This design comes from an exercise in tuning for small area and a short achievable clock period on the open sky130 flow, not from production work. The RTL was checked by simulation tests, not by an equivalence proof against the original design. Power is estimated from default activity; no workload was simulated.

==> design.v <==
`default_nettype none
package sMachinePkg;
    localparam int dataWidth = 16;
    localparam int addrWidth = 8;
    localparam int ramDepth  = 256;
    typedef logic [dataWidth-1:0] dataT;
    typedef logic [addrWidth-1:0] addrT;
    typedef struct packed {
        logic z;
        logic n;
        logic c;
    } flagsT;
    typedef struct packed {
        dataT  a;
        dataT  b;
        flagsT flags;
    } regStateT;
    localparam logic [1:0] clsMem   = 2'b00;
    localparam logic [1:0] clsAluLo = 2'b01;
    localparam logic [1:0] clsAluHi = 2'b10;
    localparam logic [1:0] clsFlag  = 2'b11;
    typedef enum logic [2:0] {
        aluXor  = 3'b000,
        aluShr  = 3'b001,
        aluMov  = 3'b010,
        aluExch = 3'b011,
        aluAdd  = 3'b100,
        aluSub  = 3'b101,
        aluOr   = 3'b110,
        aluAnd  = 3'b111
    } aluOpE;
    typedef enum logic [1:0] {
        flagCmp    = 2'b00,
        flagSet    = 2'b01,
        flagClr    = 2'b10,
        flagClrAll = 2'b11
    } flagOpE;
    typedef enum logic [3:0] {
        memLoad   = 4'b0000,
        memStore  = 4'b0001,
        memInc    = 4'b0010,
        memBranch = 4'b0011
    } memOpE;
    typedef struct packed {
        logic        cls1;
        aluOpE       aluOp;
        logic [11:0] unused;
    } instrAluT;
    typedef struct packed {
        logic [1:0] cls;
        flagOpE     flagOp;
        logic       spare;
        flagsT      mask;
        logic [7:0] unused;
    } instrFlagT;
    typedef struct packed {
        memOpE      memOp;
        logic       regSel;
        logic [2:0] mode;
        addrT       addr;
    } instrMemT;
    typedef union packed {
        instrAluT  alu;
        instrFlagT flg;
        instrMemT  mem;
    } instrT;
    function automatic flagsT resultFlags(input dataT res, input logic carry);
        resultFlags = {(res == '0), res[dataWidth-1], carry};
    endfunction
    function automatic flagsT arithFlags(input dataT op1, input dataT op2, input dataT res);
        logic m1;
        logic m2;
        logic mr;
        m1 = op1[dataWidth-1];
        m2 = op2[dataWidth-1];
        mr = res[dataWidth-1];
        arithFlags = {(res == '0), mr, (m1 & m2) | (m1 & mr) | (m2 & mr)};
    endfunction
endpackage
`default_nettype wire
`timescale 1ns/1ps
`default_nettype none
module fetchUnit (
    input  logic  clk,
    input  logic  rstN,
    input  sMachinePkg::instrT instr,
    input  logic  branchTaken,
    output sMachinePkg::addrT  pc
);
    sMachinePkg::addrT pcNext;
    always_comb begin
        if (branchTaken) begin
            pcNext = instr.mem.addr;
        end else begin
            pcNext = pc + sMachinePkg::addrT'(1);
        end
    end
    always_ff @(posedge clk) begin
        if (!rstN) begin
            pc <= '0;
        end else begin
            pc <= pcNext;
        end
    end
endmodule
`default_nettype wire
`timescale 1ns/1ps
`default_nettype none
module aluUnit (
    input  sMachinePkg::instrT    instr,
    input  sMachinePkg::regStateT cur,
    output sMachinePkg::regStateT aluNext
);
    sMachinePkg::dataT sum;
    sMachinePkg::dataT diff;
    sMachinePkg::dataT logicRes;
    sMachinePkg::dataT rotRes;
    assign sum    = cur.a + cur.b;
    assign diff   = cur.a - cur.b;
    assign rotRes = {cur.a[0], cur.a[sMachinePkg::dataWidth-1:1]};
    always_comb begin
        case (instr.alu.aluOp)
            sMachinePkg::aluOr:   logicRes = cur.a | cur.b;
            sMachinePkg::aluAnd:  logicRes = cur.a & cur.b;
            default: logicRes = cur.a ^ cur.b;
        endcase
    end
    always_comb begin
        aluNext = cur;
        case (instr.alu.aluOp)
            sMachinePkg::aluAdd: begin
                aluNext.a     = sum;
                aluNext.flags = sMachinePkg::arithFlags(cur.a, cur.b, sum);
            end
            sMachinePkg::aluSub: begin
                aluNext.a     = diff;
                aluNext.flags = sMachinePkg::arithFlags(cur.a, cur.b, diff);
            end
            sMachinePkg::aluOr, sMachinePkg::aluAnd, sMachinePkg::aluXor: begin
                aluNext.a     = logicRes;
                aluNext.flags = sMachinePkg::resultFlags(logicRes, 1'b0);
            end
            sMachinePkg::aluShr: begin
                aluNext.a = rotRes;
            end
            sMachinePkg::aluMov: begin
                aluNext.b = cur.a;
            end
            sMachinePkg::aluExch: begin
                aluNext.a = cur.b;
                aluNext.b = cur.a;
            end
        endcase
    end
endmodule
`default_nettype wire
`timescale 1ns/1ps
`default_nettype none
module flagUnit (
    input  sMachinePkg::instrT    instr,
    input  sMachinePkg::regStateT cur,
    output sMachinePkg::regStateT flagNext
);
    sMachinePkg::dataT  diff;
    sMachinePkg::flagsT cmpFlags;
    assign diff     = cur.a - cur.b;
    assign cmpFlags = sMachinePkg::arithFlags(cur.a, cur.b, diff);
    always_comb begin
        flagNext = cur;
        case (instr.flg.flagOp)
            sMachinePkg::flagCmp: begin
                flagNext.flags = cmpFlags;
            end
            sMachinePkg::flagSet: begin
                flagNext.flags = cur.flags | instr.flg.mask;
            end
            sMachinePkg::flagClr: begin
                flagNext.flags = cur.flags & ~instr.flg.mask;
            end
            default: begin
                flagNext.flags = '0;
            end
        endcase
    end
endmodule
`default_nettype wire
`timescale 1ns/1ps
`default_nettype none
module memUnit (
    input  logic     clk,
    input  sMachinePkg::instrT    instr,
    input  sMachinePkg::regStateT cur,
    output sMachinePkg::regStateT memNext,
    output logic     branchTaken
);
    sMachinePkg::dataT       ram [sMachinePkg::ramDepth];
    sMachinePkg::dataT       rdData;
    sMachinePkg::dataT       selReg;
    sMachinePkg::dataT       incRes;
    sMachinePkg::dataT       newVal;
    logic       storeEn;
    logic [2:0] flagBits;
    logic [2:0] mask;
    logic       condMet;
    assign rdData = ram[instr.mem.addr];
    assign selReg = instr.mem.regSel ? cur.b : cur.a;
    assign incRes = selReg + sMachinePkg::dataT'(instr.mem.addr);
    assign storeEn = (instr.flg.cls == sMachinePkg::clsMem) && (instr.mem.memOp == sMachinePkg::memStore);
    always_ff @(posedge clk) begin
        if (storeEn) begin
            ram[instr.mem.addr] <= selReg;
        end
    end
    always_comb begin
        memNext = cur;
        newVal  = selReg;
        case (instr.mem.memOp)
            sMachinePkg::memLoad: begin
                if (!instr.mem.mode[2]) begin
                    newVal = rdData;
                end else if (!instr.mem.mode[1]) begin
                    newVal = {selReg[sMachinePkg::dataWidth-1:sMachinePkg::addrWidth], instr.mem.addr};
                end else begin
                    newVal = {instr.mem.addr, selReg[sMachinePkg::addrWidth-1:0]};
                end
            end
            sMachinePkg::memInc: begin
                newVal        = incRes;
                memNext.flags = sMachinePkg::resultFlags(incRes, cur.flags.c);
            end
            default: begin
                newVal = selReg;
            end
        endcase
        if (instr.mem.regSel) begin
            memNext.b = newVal;
        end else begin
            memNext.a = newVal;
        end
    end
    assign flagBits = cur.flags;
    assign mask     = instr.mem.mode;
    always_comb begin
        if (instr.mem.regSel) begin
            condMet = (|(mask & ~flagBits)) || (mask == 3'b111);
        end else begin
            condMet = (|(mask & flagBits)) || (mask == 3'b000);
        end
    end
    assign branchTaken = (instr.mem.memOp == sMachinePkg::memBranch) && condMet;
endmodule
`default_nettype wire
`timescale 1ns/1ps
`default_nettype none
module writebackSelect (
    input  logic     clk,
    input  logic     rstN,
    input  sMachinePkg::instrT    instr,
    input  sMachinePkg::regStateT aluNext,
    input  sMachinePkg::regStateT flagNext,
    input  sMachinePkg::regStateT memNext,
    output sMachinePkg::regStateT cur
);
    sMachinePkg::regStateT nextState;
    always_comb begin
        case (instr.flg.cls)
            sMachinePkg::clsMem: begin
                nextState = memNext;
            end
            sMachinePkg::clsAluLo, sMachinePkg::clsAluHi: begin
                nextState = aluNext;
            end
            sMachinePkg::clsFlag: begin
                nextState = flagNext;
            end
        endcase
    end
    always_ff @(posedge clk) begin
        if (!rstN) begin
            cur <= '0;
        end else begin
            cur <= nextState;
        end
    end
endmodule
`default_nettype wire
`timescale 1ns/1ps
`default_nettype none
module sMachine (
    input  logic  clk,
    input  logic  rstN,
    input  sMachinePkg::instrT instr,
    output sMachinePkg::addrT  pc,
    output sMachinePkg::dataT  regA,
    output sMachinePkg::dataT  regB,
    output sMachinePkg::flagsT flags
);
    sMachinePkg::regStateT cur;
    sMachinePkg::regStateT aluNext;
    sMachinePkg::regStateT flagNext;
    sMachinePkg::regStateT memNext;
    logic     branchTaken;
    fetchUnit fetchUnit_inst (
        .clk         (clk),
        .rstN        (rstN),
        .instr       (instr),
        .branchTaken (branchTaken),
        .pc          (pc)
    );
    aluUnit aluUnit_inst (
        .instr   (instr),
        .cur     (cur),
        .aluNext (aluNext)
    );
    flagUnit flagUnit_inst (
        .instr    (instr),
        .cur      (cur),
        .flagNext (flagNext)
    );
    memUnit memUnit_inst (
        .clk         (clk),
        .instr       (instr),
        .cur         (cur),
        .memNext     (memNext),
        .branchTaken (branchTaken)
    );
    writebackSelect writebackSelect_inst (
        .clk      (clk),
        .rstN     (rstN),
        .instr    (instr),
        .aluNext  (aluNext),
        .flagNext (flagNext),
        .memNext  (memNext),
        .cur      (cur)
    );
    assign regA  = cur.a;
    assign regB  = cur.b;
    assign flags = cur.flags;
endmodule
`default_nettype wire
==> run.sh <==
#!/bin/bash
# synth_recipe.tcl (not shown) runs the flow's synth.tcl, then flattens the netlist and writes it again
# the make line also repeats each setting of config.mk as NAME=value (left out here)
make -C /OpenROAD-flow-scripts/flow DESIGN_CONFIG=/design/flow/config.mk WORK_HOME=/design/flow/orfs CLKGATE_MAP_FILE= SYNTH_SCRIPT=/design/flow/synth_recipe.tcl finish
==> config.mk <==
export PLATFORM = sky130hd
export DESIGN_NAME = sMachine
export DESIGN_NICKNAME = sMachine
export VERILOG_FILES = /design/flow/design.v
export SDC_FILE = /design/flow/constraint.sdc
export NUM_CORES = 4
export LEC_CHECK = 0
export CAP_MARGIN = 20
export CORE_MARGIN = 2
export CORE_UTILIZATION = 40
export SLEW_MARGIN = 20
==> constraint.sdc <==
create_clock -name core_clock -period 4.5 [get_ports {clk}]
set_input_delay 0.9000 -clock core_clock [delete_from_list [all_inputs] [get_ports {clk}]]
set_output_delay 0.9000 -clock core_clock [all_outputs]
set_load 0.01 [all_outputs]
==> flow_summary_export.csv <==
group,metric,value,unit
sta,fmax,227,MHz
placement,dpl.cell_count,13700,
route,dr.pass1.iters,6,
pwr,power_density,440,nW/um2
setup_path,critPathMaxFanout,27,
setup_path,crit_path_start_kind,"input pin",
sta,period_minus_slack,4.40,ns
global_routing,globalRouteTotalUtil,22.2,%
sta,finalHoldViolCount,0,
layout,fin_util,47.1,%
synth,ys_top_cells_by_area,"edfxtp_1 (75%), mux4_2 (14%), mux2i_1 (2.2%), nor2_1 (0.84%), a221oi_1 (0.66%)",
synth,synth_edf_count,4096,
floorplan,row_count,234,
route,num_vias,85600,
route,first_iter_violations,10800,
sta,finalSetupViolCount,0,
synth,synthesis.nets,7833,
layout,drive_gt1_share,29.8,%
placement,post-place-ws,-0.657,ns
pwr,max-vdd-ir-drop,317,uV
flow_run,cap_violations,0,
synth,synth_flop_cell,"edfxtp_1",
route,wl_per_cell,32.4,um
status,status,"complete, no violations",
floorplan,ios,61,
layout,nets,8736,
floorplan,start_util,40.2,%
synth,synth_area,164000,um2
synth,netlist_instances,7752,
sta,relSlewSlack,16.4,%
cts,clk_pin_slew,0.06,ns
synth,syn_avg_cell_area,21.1,um2
synth,synth_top_area_cell,"edfxtp_1",
sta,fin_ws,0.0994,ns
layout,ff_latch_area,124000,um2
synth,yosysSeqAreaShare,75.6,%
global_routing,grt_max_degree,197,
setup_path,end_kind,"flip-flop",
route,via_per_inst,5.93,
layout,syn_to_final_growth,17.0,%
sta,skew,0.0576,ns
placement,dpl_cell_area,178000,um2
pwr,power.total,84.2,mW
placement,dpl.hpwl,289000,um
cts,h-tree-depth,5,
floorplan,die_area,415000,um2
cts,cts_buffer_depth,4,
cts,clock_sinks,4139,
layout,stdcell_count,14400,
sta,drv_slew,0,
cts,cts_hold_buffers,0,
sta,hold_ws,0.342,ns
route,drcViolationCount,0,
synth,ys_warn_count,5,
placement,io_buffers,60,
layout,finalInstanceArea,192000,um2
synth,synth_top_area_share,75.1,%
setup_path,crit_type,"input pin to flip-flop",
hold_path,hp-class,"input pin to flip-flop",
setup_path,arrival,5.25,ns
cts,cts-root-buf,"clkbuf_16",
cts,cts_tree,"done",
global_routing,grt_pass1_vias,85300,
global_routing,gr-total-overflow,0,
floorplan,chipWidth,644,um
sta,layout_worst_path_cycle_share,97.8,%
sta,rsz0062_at_grt,"no",
cts,clock_latency,0.98,ns
cts,post_cts_buffers,0,
pwr,power.leakage,62.2,nW
placement,gp_congestion,0.919,
sta,tightest_slew,1.25,ns
route,routed_wl,467000,um
layout,n_fill_cell,33400,
layout,multi_input_area,37800,um2
synth,synthArstFlopShare,0,%
cts,cts_buffers,413,
setup_path,cp.required,5.34,ns
sta,final.setup.tns,0,ns
floorplan,core,407000,um2
synth,ys_seq_elements,4139,
global_routing,grt_pass1_wl,657000,um
floorplan,die_h,644,um
route,drtAntennaViolNets,0,
global_routing,antenna_found_initial,20,
synth,yosys.cell_types.count,86,
==> report_power, final <==
| part | total [mW] | switching (mW) | internal [mW] |
|---|---|---|---|
| Clock | 34.6 | 14.7 | 19.9 |
| Sequential | 43.3 | 0.0495 | 43.2 |
| Combinational | 6.37 | 4.24 | 2.13 |
| Total | 84.2 | 19.0 | 65.3 |
==> logic make-up (layout without fill, tap and decap cells) <==
| family | after synthesis | in the layout | synth area share, % |
|---|---|---|---|
| AO/OA/AOI/OAI | 757 | 757 | 3.33 |
| XOR/XNOR | 34 | 34 | 0.182 |
| adder cells (fa/ha/maj) | 63 | 63 | 0.504 |
| buffers and inverters | 536 | 1779 | 1.69 |
| flip-flops | 4139 | 4139 | 75.6 |
| multiplexers | 1402 | 1402 | 16.4 |
| other | 0 | 3 | 0 |
| AND/OR/NAND/NOR | 821 | 821 | 2.24 |
==> routing by layer <==
layer  share of wire [%]  track usage (%)
met2                  47             34.9
met4                 3.4             6.71
met5               0.013                0
met1                  41             31.3
met3                 9.3             4.40
==> cell usage after synthesis (16+ instances only) <==
library cell	number
o22ai_1	18
xnor2_1	23
nand2b_1	17
o41ai_1	16
a22oi_1	100
nor3_1	40
o21ai_0	103
buf_4	38
nand3_1	79
nand4_1	17
a21oi_1	93
nand2_1	195
buf_1	52
dfxtp_1	43
mux2i_1	361
a31oi_1	62
nor2b_1	19
buf_6	54
ha_1	58
nor2_1	367
a211oi_1	34
a221oi_1	124
buf_2	149
inv_1	60
clkbuf_1	176
mux4_2	1028
a22o_1	49
nor4_1	20
edfxtp_1	4096
==> state kept, by name, indices dropped and copies added (netlist names) <==
signal / count
memUnit_inst.ram: 4096
fetchUnit_inst.pc: 8
writebackSelect_inst.cur: 35
==> path summary, 6_finish.rpt <==
| path | cells past startpoint | from | to | slack (ns) |
|---|---|---|---|---|
| setup / recovery | 12 | instr[0] | writebackSelect_inst.cur[26] | 0.1 |
| hold / removal | 3 | instr[1] | fetchUnit_inst.pc[1] | 0.34 |
| setup reg to reg | 14 | writebackSelect_inst.cur[12] | writebackSelect_inst.cur[2] | 0.20 |
| hold reg to reg | 2 | writebackSelect_inst.cur[15] | writebackSelect_inst.cur[15] | 0.55 |
==> layout make-up <==
type / instances / area share [%]
inverters: 66 / 0.153
flip-flops and latches: 4139 / 64.6
clock buffers: 508 / 5.65
well taps: 5428 / 3.54
repair buffers: 958 / 4.88
diodes: 3 / 0.00392
clock inverters: 247 / 1.44
multi-input cells: 3077 / 19.7
==> layout by cell type (no fill, tap or decap), types with 32 or more instances in the layout <==
master	n
buf_4	743
mux2i_1	361
a221oi_1	120
nor2_2	81
bufinv_16	49
a21oi_1	91
clkdlybuf4s50_1	48
buf_12	155
mux4_2	1028
dfxtp_1	42
nand3_1	67
a22oi_1	100
clkbuf_1	88
nor2_1	284
inv_1	55
edfxtp_1	4096
nor3_1	34
a31oi_1	62
ha_1	58
clkinv_1	106
clkbuf_16	418
a211oi_1	32
clkinv_2	61
o21ai_0	95
a22o_1	49
nand2_1	195
==> timing repair <==
item,CTS,global route
setup endpoints to repair,0,1
resized for setup,0,4
endpoints found under the hold margin,0,0
==> worst max-delay path, cell delays in order <==
cell	delay, ns
buf_16	0.26
buf_12	0.31
buf_12	0.25
mux4_2	0.53
mux4_2	0.50
nand3_1	0.14
nand2_1	0.27
o41ai_1	1.13
buf_4	0.29
nand2_1	0.18
nor2_1	0.24
a31oi_1	0.12

## static timing again, ports no longer ideal
In the flow no input, the clock included, has a driving cell. The finished layout below was timed again as built, in two steps.
Step 1: set_driving_cell puts a clkbuf_16 on clk and a buf_2 on each other input, an assumption about the parent block.
Step 2, shift: input delay + t, output delay - t, t = (earliest + latest rising clock arrival at the registers) / 2. This alone moves slack from input paths to output paths.
Three values: no drivers, after step 1, after step 2; two values: the first two.
t, ns: 1.070
setup slack, ns: 0.099 / 0.116 / -0.954
worst setup path after step 2: input to register
clock arrival spread, ns: 0.081 / 0.081
cell pins on the clock port's net: 1
Met with ideal ports but missed after step 2: setup timing in this run. The setup slack of this run moves by +0.017 ns with the drivers and by -1.053 ns with both steps.
